This is an optimization exercise on Yosys and OpenROAD, whose aim is small area, a short achievable clock period and few clock cycles, not a production implementation. At most, simulation tests tie the RTL to the original design; equivalence was not proved. The clock input has no modelled driver; a real chip could not lean on it and would need a root buffer or a full tree. No activity file was given, so power comes from the tool's default toggle rates.

== exp/zinc ==
Design tandem_motif_repeat_detector, start of the top module:
module tandem_motif_repeat_detector (
    input  logic                              aclk,
    input  logic                              aresetn,
    input  logic                              s_tvalid,
    output logic                              s_tready,
    input  logic [7:0]                        s_tdata,    
    input  logic [1:0]                        s_tuser,    
    input  logic                              s_tlast,    
    output logic                              m_tvalid,
    input  logic                              m_tready,
    output logic [7:0]                        m_tdata,    
    output logic [0:0]                        m_tuser,    
    input  logic                              cfg_valid,
    output logic                              cfg_ready,
    input  logic [tmr_pkg::CFG_IDX_W-1:0]     cfg_index,
    input  logic [tmr_pkg::CFG_DATA_W-1:0]    cfg_data
);
Size in the first run: roughly 850 cells after synthesis, about 220 flip-flops, about 0.010 sq mm of cells after synthesis.
Settings: LEC_CHECK=0, CAP_MARGIN=20, CORE_MARGIN=2, CORE_UTILIZATION=70, SLEW_MARGIN=20; clock period 10.0 ns.
standard.sh (not shown) runs the stock make flow with config.mk's settings and CLKGATE_MAP_FILE= SYNTH_SCRIPT=/design/flow/synth_recipe.tcl, a recipe that flattens the netlist after the stock synthesis.
==> flow/flow/run.sh <==
#!/bin/bash
# The standard layout (standard.sh: standard synthesis and ORFS steps at
# the design's clock period and SDC), with these changes to how it is made:
#  - repair_timing aims for a setup slack of 7.2 ns at the 10 ns clock, so
#    sizing and buffering shorten the critical paths;
#  - buf_1 as the port buffer of every input and output (repair upsizes it
#    where timing needs);
#  - CTS with clkbuf_8 leaves of at most 16 sinks and no dummy loads;
#  - after CTS, the tree's root buffer is removed so the clock port drives
#    the tree's first level (2 clock buffers) directly.
# Each step's output goes to its own log: make_cts.log, drop_clock_root.log,
# make_finish.log here, and ORFS's per-step logs under orfs/logs/.
set -euo pipefail
export MY_ABC_SCRIPT=$PWD/flow/abc_area.script
KNOBS=(SYNTH_SCRIPT=$PWD/flow/synth.tcl
  SETUP_SLACK_MARGIN=7.35
  "BUFFER_PORTS_ARGS=-buffer_cell sky130_fd_sc_hd__buf_1"
  "CTS_ARGS=-sink_clustering_enable -repair_clock_nets -dont_use_dummy_load -root_buf sky130_fd_sc_hd__clkbuf_16 -buf_list sky130_fd_sc_hd__clkbuf_8 -sink_clustering_size 16 -sink_clustering_max_diameter 60")
bash standard.sh "${KNOBS[@]}" cts > make_cts.log 2>&1
RESULTS=$PWD/orfs/results/$FLOW_PLATFORM/tandem_motif_repeat_detector/base \
  openroad -no_init -exit flow/drop_clock_root.tcl > drop_clock_root.log 2>&1
bash standard.sh "${KNOBS[@]}" finish > make_finish.log 2>&1
==> flow/flow/abc_area.script <==
strash
&get -n
&fraig -x
&put
scorr
dc2
dretime
strash
&get -n
&dch -f
&nf -R 1000
&put
topo
stime -c
buffer -c
upsize -c
dnsize -c
==> flow/flow/synth.tcl <==
# The standard synthesis script (synth_recipe.tcl), except that ABC maps
# the logic with an area-oriented script (abc_area.script beside this file);
# registers are mapped before ABC, so they are the standard synthesis's.
proc synth {args} { yosys synth -nofsm -noshare {*}$args }
proc abc {args} {
  set i [lsearch -exact $args -script]
  if {$i >= 0} { set args [lreplace $args $i [expr {$i+1}] -script $::env(MY_ABC_SCRIPT)] }
  yosys abc {*}$args
}
source $::env(SCRIPTS_DIR)/synth.tcl
# left out here: clear keep_hierarchy, flatten, clean up, hide names made inside functions, write 1_2_yosys.v
Other scripts of this flow, unchanged in this note and not shown: flow/flow/drop_clock_root.tcl
exp/zinc: all stages complete, timing, DRC and antenna checks passed
Testbench counts of exp/zinc, summed over its fixed seeds: cycles 41,687.
#### Input delta (exp/sierra over exp/zinc)
==> flow/flow/run.sh <==
#!/bin/bash
# Standard layout (the standard.sh) with:
#  - repair_timing aiming for a setup slack of 7 ns at the 10 ns clock;
#  - buf_1 as the port buffer (repair upsizes it where timing needs);
#  - CTS with clkbuf_8 leaves of at most 16 sinks and no dummy loads;
#  - the clock tree's root buffer removed after CTS, so the clock port
#    drives the tree's first level (2 clock buffers) directly.
set -euo pipefail
KNOBS=(SETUP_SLACK_MARGIN=7.2
  "BUFFER_PORTS_ARGS=-buffer_cell sky130_fd_sc_hd__buf_1"
  "CTS_ARGS=-sink_clustering_enable -repair_clock_nets -dont_use_dummy_load -root_buf sky130_fd_sc_hd__clkbuf_16 -buf_list sky130_fd_sc_hd__clkbuf_8 -sink_clustering_size 16 -sink_clustering_max_diameter 60")
bash standard.sh "${KNOBS[@]}" cts > make_cts.log 2>&1
RESULTS=$PWD/orfs/results/$FLOW_PLATFORM/tandem_motif_repeat_detector/base \
  openroad -no_init -exit flow/drop_clock_root.tcl > drop_clock_root.log 2>&1
bash standard.sh "${KNOBS[@]}" finish > make_finish.log 2>&1
removed: flow/flow/abc_area.script
removed: flow/flow/synth.tcl
==> summary.txt <==
exp/sierra: done, clean on timing, DRC and antenna
exp/sierra -> exp/zinc: clock buffer and inverter area fraction after layout flat
Higher count of clock-buffer cells in the layout was reported by exp/sierra, not exp/zinc.
Changes observed in exp/sierra relative to exp/zinc: power stayed essentially flat; setup slack after layout stayed essentially flat.
Changes in exp/indigo relative to exp/sierra:
diff --git a/flow/flow/run.sh b/flow/flow/run.sh
--- a/flow/flow/run.sh
+++ b/flow/flow/run.sh
@@ -2,3 +2,9 @@
-# Standard layout (the standard.sh) with:
-#  - repair_timing aiming for a setup slack of 7 ns at the 10 ns clock;
-#  - buf_1 as the port buffer (repair upsizes it where timing needs);
+# The standard layout (standard.sh: ORFS steps at the design's clock
+# period and SDC), with these changes to how it is made:
+#  - synthesis is standard.sh's (synth_recipe.tcl flow, same register
+#    mapping, flattening and renaming), except that ABC maps the logic with
+#    an area-oriented script (flow/synth.tcl, flow/abc_area.script);
+#  - repair_timing aims for a setup slack of 7.2 ns at the 10 ns clock, so
+#    sizing and buffering shorten the critical paths;
+#  - buf_1 as the port buffer of every input and output (repair upsizes it
+#    where timing needs);
@@ -6,2 +12,4 @@
-#  - the clock tree's root buffer removed after CTS, so the clock port
-#    drives the tree's first level (2 clock buffers) directly.
+#  - after CTS, the tree's root buffer is removed so the clock port drives
+#    the tree's first level (2 clock buffers) directly.
+# Each step's output goes to its own log: make_cts.log, drop_clock_root.log,
+# make_finish.log here, and ORFS's per-step logs under orfs/logs/.
@@ -9 +17,3 @@
-KNOBS=(SETUP_SLACK_MARGIN=7.2
+export MY_ABC_SCRIPT=$PWD/flow/abc_area.script
+KNOBS=(SYNTH_SCRIPT=$PWD/flow/synth.tcl
+  SETUP_SLACK_MARGIN=7.3
==> flow/flow/abc_area.script (new file) <==
strash
&get -n
&fraig -x
&put
scorr
dc2
dretime
strash
&get -n
&dch -f
&nf -R 1000
&put
strash
&get -n
&dch -f
&nf -R 1000
&put
topo
stime -c
buffer -c
upsize -c
dnsize -c
==> flow/flow/synth.tcl (new file) <==
# The standard synthesis script (synth_recipe.tcl), except that ABC maps
# the logic with an area-oriented script (abc_area.script beside this file);
# registers are mapped before ABC, so they are the standard synthesis's.
proc synth {args} { yosys synth -nofsm -noshare {*}$args }
proc abc {args} {
  set i [lsearch -exact $args -script]
  if {$i >= 0} { set args [lreplace $args $i [expr {$i+1}] -script $::env(MY_ABC_SCRIPT)] }
  yosys abc {*}$args
}
source $::env(SCRIPTS_DIR)/synth.tcl
# left out here: clear keep_hierarchy, flatten, clean up, hide names made inside functions, write 1_2_yosys.v
Results
- exp/indigo did not stop at any stage, and its layout met the timing, design-rule and antenna checks.
- exp/sierra has completed all stages; timing, DRC and antenna checks passed.
- On count of unique library cells instantiated by Yosys: exp/indigo sits above exp/sierra.
- For exp/sierra, the critical path capture point was m_tvalid, unlike exp/indigo, where it was s_tready.
- exp/indigo vs. exp/sierra: clock network power share moved down, number of resized instances in the post-cts repair step went up 14, overall fraction of global-route tracks in use shows an increase of 1.1 points, setup slack of the worst register-to-register path shows a reduction of 0.11 ns.
- exp/sierra has higher x dimension of the die than exp/indigo.
- Across both runs, shortest clock period the worst path allows after layout was lower for exp/indigo than for exp/sierra.
- [compare] base=exp/sierra new=exp/indigo: number of cells on the worst reg-to-reg path went up 8; total power was more or less identical; final non-filler cell area went down.
- As far as initial antenna violation count goes, exp/indigo and exp/sierra are indistinguishable; the numbers are identical.
#### Input delta (exp/lagoon over exp/indigo)
diff --git a/flow/flow/run.sh b/flow/flow/run.sh
--- a/flow/flow/run.sh
+++ b/flow/flow/run.sh
@@ -19 +19 @@
-  SETUP_SLACK_MARGIN=7.3
+  SETUP_SLACK_MARGIN=7.2
diff --git a/flow/config.mk b/flow/config.mk
--- a/flow/config.mk
+++ b/flow/config.mk
@@ -10 +10 @@
-export CORE_UTILIZATION = 70
+export CORE_UTILIZATION = 60
Findings:
- Est. power | exp/lagoon vs exp/indigo | exp/lagoon lower
- Compared with exp/indigo, in exp/lagoon global-route wire length before repair went down, part of the cycle the worst path needs did not really move, placed wire-length estimate went up.
Inputs modified between exp/lagoon and exp/quartz:
diff --git a/flow/flow/run.sh b/flow/flow/run.sh
--- a/flow/flow/run.sh
+++ b/flow/flow/run.sh
@@ -21 +21 @@
-  "CTS_ARGS=-sink_clustering_enable -repair_clock_nets -dont_use_dummy_load -root_buf sky130_fd_sc_hd__clkbuf_16 -buf_list sky130_fd_sc_hd__clkbuf_8 -sink_clustering_size 16 -sink_clustering_max_diameter 60")
+  "CTS_ARGS=-sink_clustering_enable -repair_clock_nets -dont_use_dummy_load -root_buf sky130_fd_sc_hd__clkbuf_16 -buf_list sky130_fd_sc_hd__clkbuf_8 -sink_clustering_size 20 -sink_clustering_max_diameter 80")
diff --git a/flow/config.mk b/flow/config.mk
--- a/flow/config.mk
+++ b/flow/config.mk
@@ -10 +10 @@
-export CORE_UTILIZATION = 60
+export CORE_UTILIZATION = 70
### Flow results
Route | exp/quartz vs exp/lagoon | wire shorter in exp/quartz
Delta(cell count after placement, exp/quartz - exp/lagoon) < 0
Compared with exp/lagoon, exp/quartz shows a met2 routed wirelength that is 2.6% higher.


tandem_motif_repeat_detector, a different RTL version from the one above (not shown whole).
Size in the first run: roughly 840 cells after synthesis, about 94 I/O pins.
Settings: LEC_CHECK=0, CAP_MARGIN=20, CORE_MARGIN=2, CORE_UTILIZATION=70, SLEW_MARGIN=20; clock period 10.0 ns.
==> flow/flow/run.sh <==
#!/bin/bash
# Standard layout (the standard.sh) with:
#  - synthesis as standard.sh's, but ABC maps with an area-oriented script;
#  - repair_timing aiming for a setup slack of 7 ns at the 10 ns clock;
#  - buf_1 as the port buffer (repair upsizes it where timing needs);
#  - CTS with clkbuf_8 leaves of at most 16 sinks and no dummy loads;
#  - the clock tree's root buffer removed after CTS, so the clock port
#    drives the tree's first level (2 clock buffers) directly.
set -euo pipefail
export MY_ABC_SCRIPT=$PWD/flow/abc_area.script
KNOBS=(SETUP_SLACK_MARGIN=7.0
  "BUFFER_PORTS_ARGS=-buffer_cell sky130_fd_sc_hd__buf_1"
  "CTS_ARGS=-sink_clustering_enable -repair_clock_nets -dont_use_dummy_load -root_buf sky130_fd_sc_hd__clkbuf_16 -buf_list sky130_fd_sc_hd__clkbuf_8 -sink_clustering_size 16 -sink_clustering_max_diameter 60"
  SYNTH_SCRIPT=$PWD/flow/synth.tcl)
bash standard.sh "${KNOBS[@]}" cts > make_cts.log 2>&1
RESULTS=$PWD/orfs/results/$FLOW_PLATFORM/tandem_motif_repeat_detector/base \
  openroad -no_init -exit flow/drop_clock_root.tcl > drop_clock_root.log 2>&1
bash standard.sh "${KNOBS[@]}" finish > make_finish.log 2>&1
==> flow/flow/abc_area.script <==
strash
&get -n
&fraig -x
&put
scorr
dc2
dretime
strash
&get -n
&dch -f
&nf -R 1000
&put
==> flow/flow/drop_clock_root.tcl <==
proc drop_clock_root {} {
  set block [ord::get_db_block]
  set clknet [$block findNet aclk]
  set roots {}
  foreach it [$clknet getITerms] { lappend roots [$it getInst] }
  if {[llength $roots] != 1} { puts "drop_clock_root: port drives [llength $roots] pins, nothing done"; return }
  set root [lindex $roots 0]
  if {![string match "*clkbuf*" [[$root getMaster] getName]]} { puts "drop_clock_root: root is not a clock buffer"; return }
  set outnet ""
  foreach it [$root getITerms] { if {[[$it getMTerm] getName] eq "X"} { set outnet [$it getNet] } }
  set loads {}
  foreach it [$outnet getITerms] { if {[$it getInst] ne $root} { lappend loads $it } }
  if {[llength $loads] > 4} { puts "drop_clock_root: root drives [llength $loads] pins, nothing done"; return }
  foreach it $loads { $it disconnect; $it connect $clknet }
  odb::dbInst_destroy $root
  odb::dbNet_destroy $outnet
  puts "drop_clock_root: port now drives [llength $loads] clock buffers"
}

set results $::env(RESULTS)
read_db $results/4_cts.odb
drop_clock_root
write_db $results/4_cts.odb
==> flow/flow/synth.tcl <==
# The standard synthesis script (synth_recipe.tcl), except that ABC maps
# the logic with an area-oriented script (abc_area.script beside this file);
# registers are mapped before ABC, so they are the standard synthesis's.
proc synth {args} { yosys synth -nofsm -noshare {*}$args }
proc abc {args} {
  set i [lsearch -exact $args -script]
  if {$i >= 0} { set args [lreplace $args $i [expr {$i+1}] -script $::env(MY_ABC_SCRIPT)] }
  yosys abc {*}$args
}
source $::env(SCRIPTS_DIR)/synth.tcl
# left out here: clear keep_hierarchy, flatten, clean up, hide names made inside functions, write 1_2_yosys.v
The starting point completed without violations.
Rerun with:
--- a/flow/flow/run.sh
+++ b/flow/flow/run.sh
@@ -3 +2,0 @@
-#  - synthesis as standard.sh's, but ABC maps with an area-oriented script;
@@ -10 +8,0 @@
-export MY_ABC_SCRIPT=$PWD/flow/abc_area.script
@@ -13,2 +11 @@
-  "CTS_ARGS=-sink_clustering_enable -repair_clock_nets -dont_use_dummy_load -root_buf sky130_fd_sc_hd__clkbuf_16 -buf_list sky130_fd_sc_hd__clkbuf_8 -sink_clustering_size 16 -sink_clustering_max_diameter 60"
-  SYNTH_SCRIPT=$PWD/flow/synth.tcl)
+  "CTS_ARGS=-sink_clustering_enable -repair_clock_nets -dont_use_dummy_load -root_buf sky130_fd_sc_hd__clkbuf_16 -buf_list sky130_fd_sc_hd__clkbuf_8 -sink_clustering_size 16 -sink_clustering_max_diameter 60")
removed: flow/flow/abc_area.script
removed: flow/flow/synth.tcl
Cell area is higher slightly. Clock-buffer cell count stays the same. Area after synthesis came out higher by a few percent. Setup slack improved by 90 ps. Synthesized cell count goes up by a little under a tenth. Wire length went down slightly. Fmax increases by a few percent. Cell count increases slightly. Core utilization went down by 2.3 points.
Rerun with:
--- a/flow/flow/run.sh
+++ b/flow/flow/run.sh
@@ -9 +9 @@
-KNOBS=(SETUP_SLACK_MARGIN=7.0
+KNOBS=(SETUP_SLACK_MARGIN=7.2
The new run completed without violations.
Total power rose by 0.76%.
Cell area went up by 1.4%.
Clock-buffer cell count stays the same.
Via count grows by 2.5%.
Clock power goes up by about 0.9%.
Worst setup slack gains 37 ps.
Critical path depth falls by 3.
Fmax rises by 1.3%.
Global-route usage stays flat.
Final cell count climbs by 0.77%.
Rerun with:
==> flow/flow/run.sh (replaced) <==
#!/bin/bash
set -euo pipefail
bash standard.sh SETUP_SLACK_MARGIN=7.0 "BUFFER_PORTS_ARGS=-buffer_cell sky130_fd_sc_hd__buf_1" \
  "CTS_ARGS=-sink_clustering_enable -repair_clock_nets -dont_use_dummy_load -root_buf sky130_fd_sc_hd__clkbuf_16 -buf_list sky130_fd_sc_hd__clkbuf_8 -sink_clustering_size 16 -sink_clustering_max_diameter 60" \
  finish > make_finish.log 2>&1
removed: flow/flow/drop_clock_root.tcl
Outcome: Hold slack loses 4.2 ps. Fmax falls by 3.6%. Clock power rises by 5.7%. Power rises by 0.88%. Synthesized cell count does not change. Die area is unchanged. Non-clock buffer count falls by 8.
Function was not checked in any run of this note: the RTL went through the layout flow alone.

-- re-timing with driven ports --
The flow's constraints put no driver on any port. The routed layouts listed below were extracted and timed again, unchanged, in two steps. Step 1 assumes that a clkbuf_16 drives the clock port and a buf_2 every other input. Step 2, shift: input delay + t, output delay - t, t = (earliest + latest rising clock arrival at the registers) / 2. This alone moves slack from input paths to output paths. Three values: ideal, step 1, step 2; two values: the first two.
| run | shift t [ns] | setup slack, ns | worst data-port slew with drivers (ns) |
|---|---|---|---|
| exp/zinc | 0.381 | 7.195 / 7.139 / 6.955 | 0.07 |
| exp/sierra | 0.388 | 7.196 / 7.137 / 6.860 | 0.04 |
| exp/indigo | 0.387 | 7.212 / 7.155 / 6.874 | 0.06 |
| exp/lagoon | 0.384 | 7.214 / 7.155 / 6.867 | 0.04 |
| exp/quartz | 0.362 | 7.177 / 7.152 / 6.844 | 0.05 |
| the first run of note 2 | 0.370 | 7.001 / 7.039 / 6.669 | 0.04 |
| the second run of note 2 | 0.371 | 7.091 / 7.093 / 6.752 | 0.04 |
| the third run of note 2 | 0.387 | 7.128 / 7.070 / 6.809 | 0.04 |
| the fourth run of note 2 | 0.499 | 7.020 / 6.975 / 6.644 | 0.04 |
After both steps setup and hold are still met in every run listed. The setup slack of the fourth run of note 2, which loses most, moves by -0.045 ns with the drivers and by -0.376 ns with both steps.
